What follows belongs to an exercise in optimizing a design on an open flow for small area, a short achievable clock period and few clock cycles; a production flow would make more cautious choices.
Where RTL was checked, it was by simulation tests only, not by an equivalence proof against the original.

## main
## mandel_render_top
module mandel_render_top #(
    parameter int IMG_W = 8,
    parameter int IMG_H = 6
) (
    input  logic                                 clk,
    input  logic                                 reset,
    input  logic                                 cfg_sen,
    input  logic                                 cfg_sclk,
    input  logic                                 cfg_sdata,
    output logic                                 pixel_valid,
    output logic [mandel_fixed_pkg::PIX_WIDTH-1:0] pixel_count,
    output logic                                 frame_done,
    output logic                                 busy
);
For scale: about 1300 cells after synthesis, about 12 I/O pins.
==> flow/config.mk <==
export PLATFORM = sky130hd
export DESIGN_NAME = mandel_render_top
export DESIGN_NICKNAME = mandel_render_top
export VERILOG_FILES = /design/flow/design.v
export SDC_FILE = /design/flow/constraint.sdc
export NUM_CORES = 4
export LEC_CHECK = 0
export ABC_AREA = 1
export CAP_MARGIN = 20
export CORE_MARGIN = 2
export CORE_UTILIZATION = 40
export SLEW_MARGIN = 20
==> flow/constraint.sdc <==
create_clock -name core_clock -period 9.0 [get_ports {clk}]
set_input_delay 1.8000 -clock core_clock [delete_from_list [all_inputs] [get_ports {clk}]]
set_output_delay 1.8000 -clock core_clock [all_outputs]
set_load 0.01 [all_outputs]
standard.sh (not shown) runs the stock make flow with config.mk's settings and CLKGATE_MAP_FILE= SYNTH_SCRIPT=/design/flow/synth_recipe.tcl, a recipe that flattens the netlist after the stock synthesis.
==> flow/flow/run.sh <==
#!/bin/bash
set -euo pipefail
R="$PWD/orfs/results/$FLOW_PLATFORM/mandel_render_top/base"
bash standard.sh "$R/1_2_yosys.v" > synth_make.log 2>&1
cp "$R/1_2_yosys.v" yosys_netlist_before_polarity.v
python3 flow/polarity.py "$R/1_2_yosys.v" > polarity.log 2>&1
bash standard.sh finish SETUP_SLACK_MARGIN=6.0 > layout_make.log 2>&1
Other scripts of this flow, unchanged in this note and not shown: flow/flow/polarity.py
main has completed all stages; timing, DRC and antenna checks passed.
The following lists how the feature branch was set up differently from main:
-- flow/config.mk --
<<< main, line 8
export ABC_AREA = 1
>>> the feature branch, line 8
Findings:
The feature branch ended up with a lower number of buffer and inverter stages on the critical path than main did.
Measured against main, the inverter count of the feature branch comes out at 0.60 times the reference value.
Re average wire length per cell after detail routing: main was lower than the feature branch.
No run of this note included a check of the RTL's function; only the layout flow was run.


== JK ==
mandel_render_top, a different RTL version from the one above (not shown whole).
Size: ~14,000 sq um of cells after synthesis.
Settings: LEC_CHECK=0, CAP_MARGIN=20, CORE_MARGIN=2, CORE_UTILIZATION=40, SLEW_MARGIN=20; clock period 9.0 ns.
==> flow/flow/run.sh <==
#!/bin/bash
set -euo pipefail
R="$PWD/orfs/results/$FLOW_PLATFORM/mandel_render_top/base"
bash standard.sh "$R/1_2_yosys.v" > synth_make.log 2>&1
cp "$R/1_2_yosys.v" yosys_netlist_before_polarity.v
python3 flow/polarity.py "$R/1_2_yosys.v" > polarity.log 2>&1
bash standard.sh finish SETUP_SLACK_MARGIN=6.3 "BUFFER_PORTS_ARGS=-buffer_cell sky130_fd_sc_hd__buf_4" > layout_make.log 2>&1
Other scripts of this flow, unchanged in this note and not shown: flow/flow/polarity.py
JK was carried through to the last stage, and its layout satisfied the timing, DRC and antenna checks.
Testbench counts of JK, summed over its fixed seeds: cycles 220,512.
--- input diff JK..MS ---
- ABC_AREA newly set to 1
diff --git a/flow/flow/run.sh b/flow/flow/run.sh
--- a/flow/flow/run.sh
+++ b/flow/flow/run.sh
@@ -7 +7 @@
-bash standard.sh finish SETUP_SLACK_MARGIN=6.3 "BUFFER_PORTS_ARGS=-buffer_cell sky130_fd_sc_hd__buf_4" > layout_make.log 2>&1
+bash standard.sh finish SETUP_SLACK_MARGIN=6.0 > layout_make.log 2>&1
Results
Post-layout worst setup margin delta for MS relative to JK: 0.015 ns higher. Capture point of the critical path: u_engine.k1[5] -> JK, pixel_count[3] -> MS. JK fits on a die that is smaller than the die of MS. Going from JK to MS, the net count of the mapped netlist was found to have gone up by about 12%. The type of the worst setup path comes out flip-flop to flip-flop in one run and flip-flop to output port in the other, namely in JK and MS respectively. Measured against each other, MS and JK differ in synthesized cell count, the lower figure coming from JK.
Edits applied to the flow inputs when going from MS to AL:
- removing ABC_AREA (formerly 1)
- setting CTS_BUF_LIST to sky130_fd_sc_hd__clkbuf_4 sky130_fd_sc_hd__clkbuf_8 for the first time
Diff MS -> AL | final-layout clock buffer total | up by more than half. [compare] base=MS new=AL: fmax down 1.4 MHz, instance count of the mapped netlist now sits lower, part of the cycle the worst path needs held steady, initial antenna violation count up 1. Start-to-end type of the worst setup path = flip-flop to flip-flop: AL; start-to-end type of the worst setup path = flip-flop to output port: MS. MS → AL: fraction of layout cells with a size suffix above 1 increased 8.3 points, slew at the pin closest to its max-slew limit increased 0.096 ns, non-filler instance count after layout decreased 7.1%. For MS, the most common cell after layout, fill and taps aside was sky130_fd_sc_hd__nand2_1, unlike AL, where it was sky130_fd_sc_hd__fa_1.
Inputs modified between AL and TR:
- removing CTS_BUF_LIST (formerly sky130_fd_sc_hd__clkbuf_4 sky130_fd_sc_hd__clkbuf_8)
--- outcome ---
Re wire length: AL was higher than TR.
TR — number of buffers inserted during clock tree synthesis about 40% lower, AL as reference
On global-route met1 utilization: TR sits above AL.
Going from AL to TR, number of standard cells in the final layout excluding fillers shrank slightly.
TR against AL: minimum setup slack in the final design fell by 0.0040 ns, post-synthesis to final-layout area growth fell by 1.5 points, global-route usage stayed essentially flat.
The inputs of PW differ from those of TR as listed below.
- an added CTS_CLUSTER_SIZE of 30
- an added CTS_CLUSTER_DIAMETER of 200
- an added ABC_AREA of 1
## What came out
Looking at data required time of the worst path, PW sits 0.05 ns lower than TR does.
In the reports for TR and PW, the smaller worst hold slack across all endpoints belongs to TR.
PW vs TR: routability-driven placement congestion ratio up in PW
Relative to TR, the non-clock buffer count in the final layout of PW is lower by about 36%.

==> static timing again, ports no longer ideal <==
The results above use ideal ports. As a check the final layouts listed here were re-extracted and re-timed, cells and wires unchanged.
Step 1: set_driving_cell puts a clkbuf_16 on clk and a buf_2 on each other input, an assumption about the parent block.
Step 2, shift: input delay + t, output delay - t, t = (earliest + latest rising clock arrival at the registers) / 2. This alone moves slack from input paths to output paths.
a / b / c = ideal ports / drivers / drivers and shift; a / b = the first two.
| run | t, ns | setup slack, ns | worst setup path at the end | worst data-port slew with drivers (ns) |
|---|---|---|---|---|
| main | 0.571 | 6.006 / 6.006 / 6.006 | register to register | 0.03 |
| the feature branch | 0.585 | 5.999 / 5.999 / 5.999 | register to register | 0.03 |
| JK | 0.589 | 6.045 / 6.045 / 6.045 | register to register | 0.03 |
| MS | 0.587 | 6.061 / 6.011 / 6.089 | register to register | 0.03 |
| AL | 0.582 | 6.048 / 6.014 / 6.048 | register to register | 0.04 |
| TR | 0.578 | 6.044 / 6.030 / 6.044 | register to register | 0.04 |
| PW | 0.516 | 6.052 / 6.052 / 6.052 | register to register | 0.03 |
After both steps every run listed still meets setup and hold.
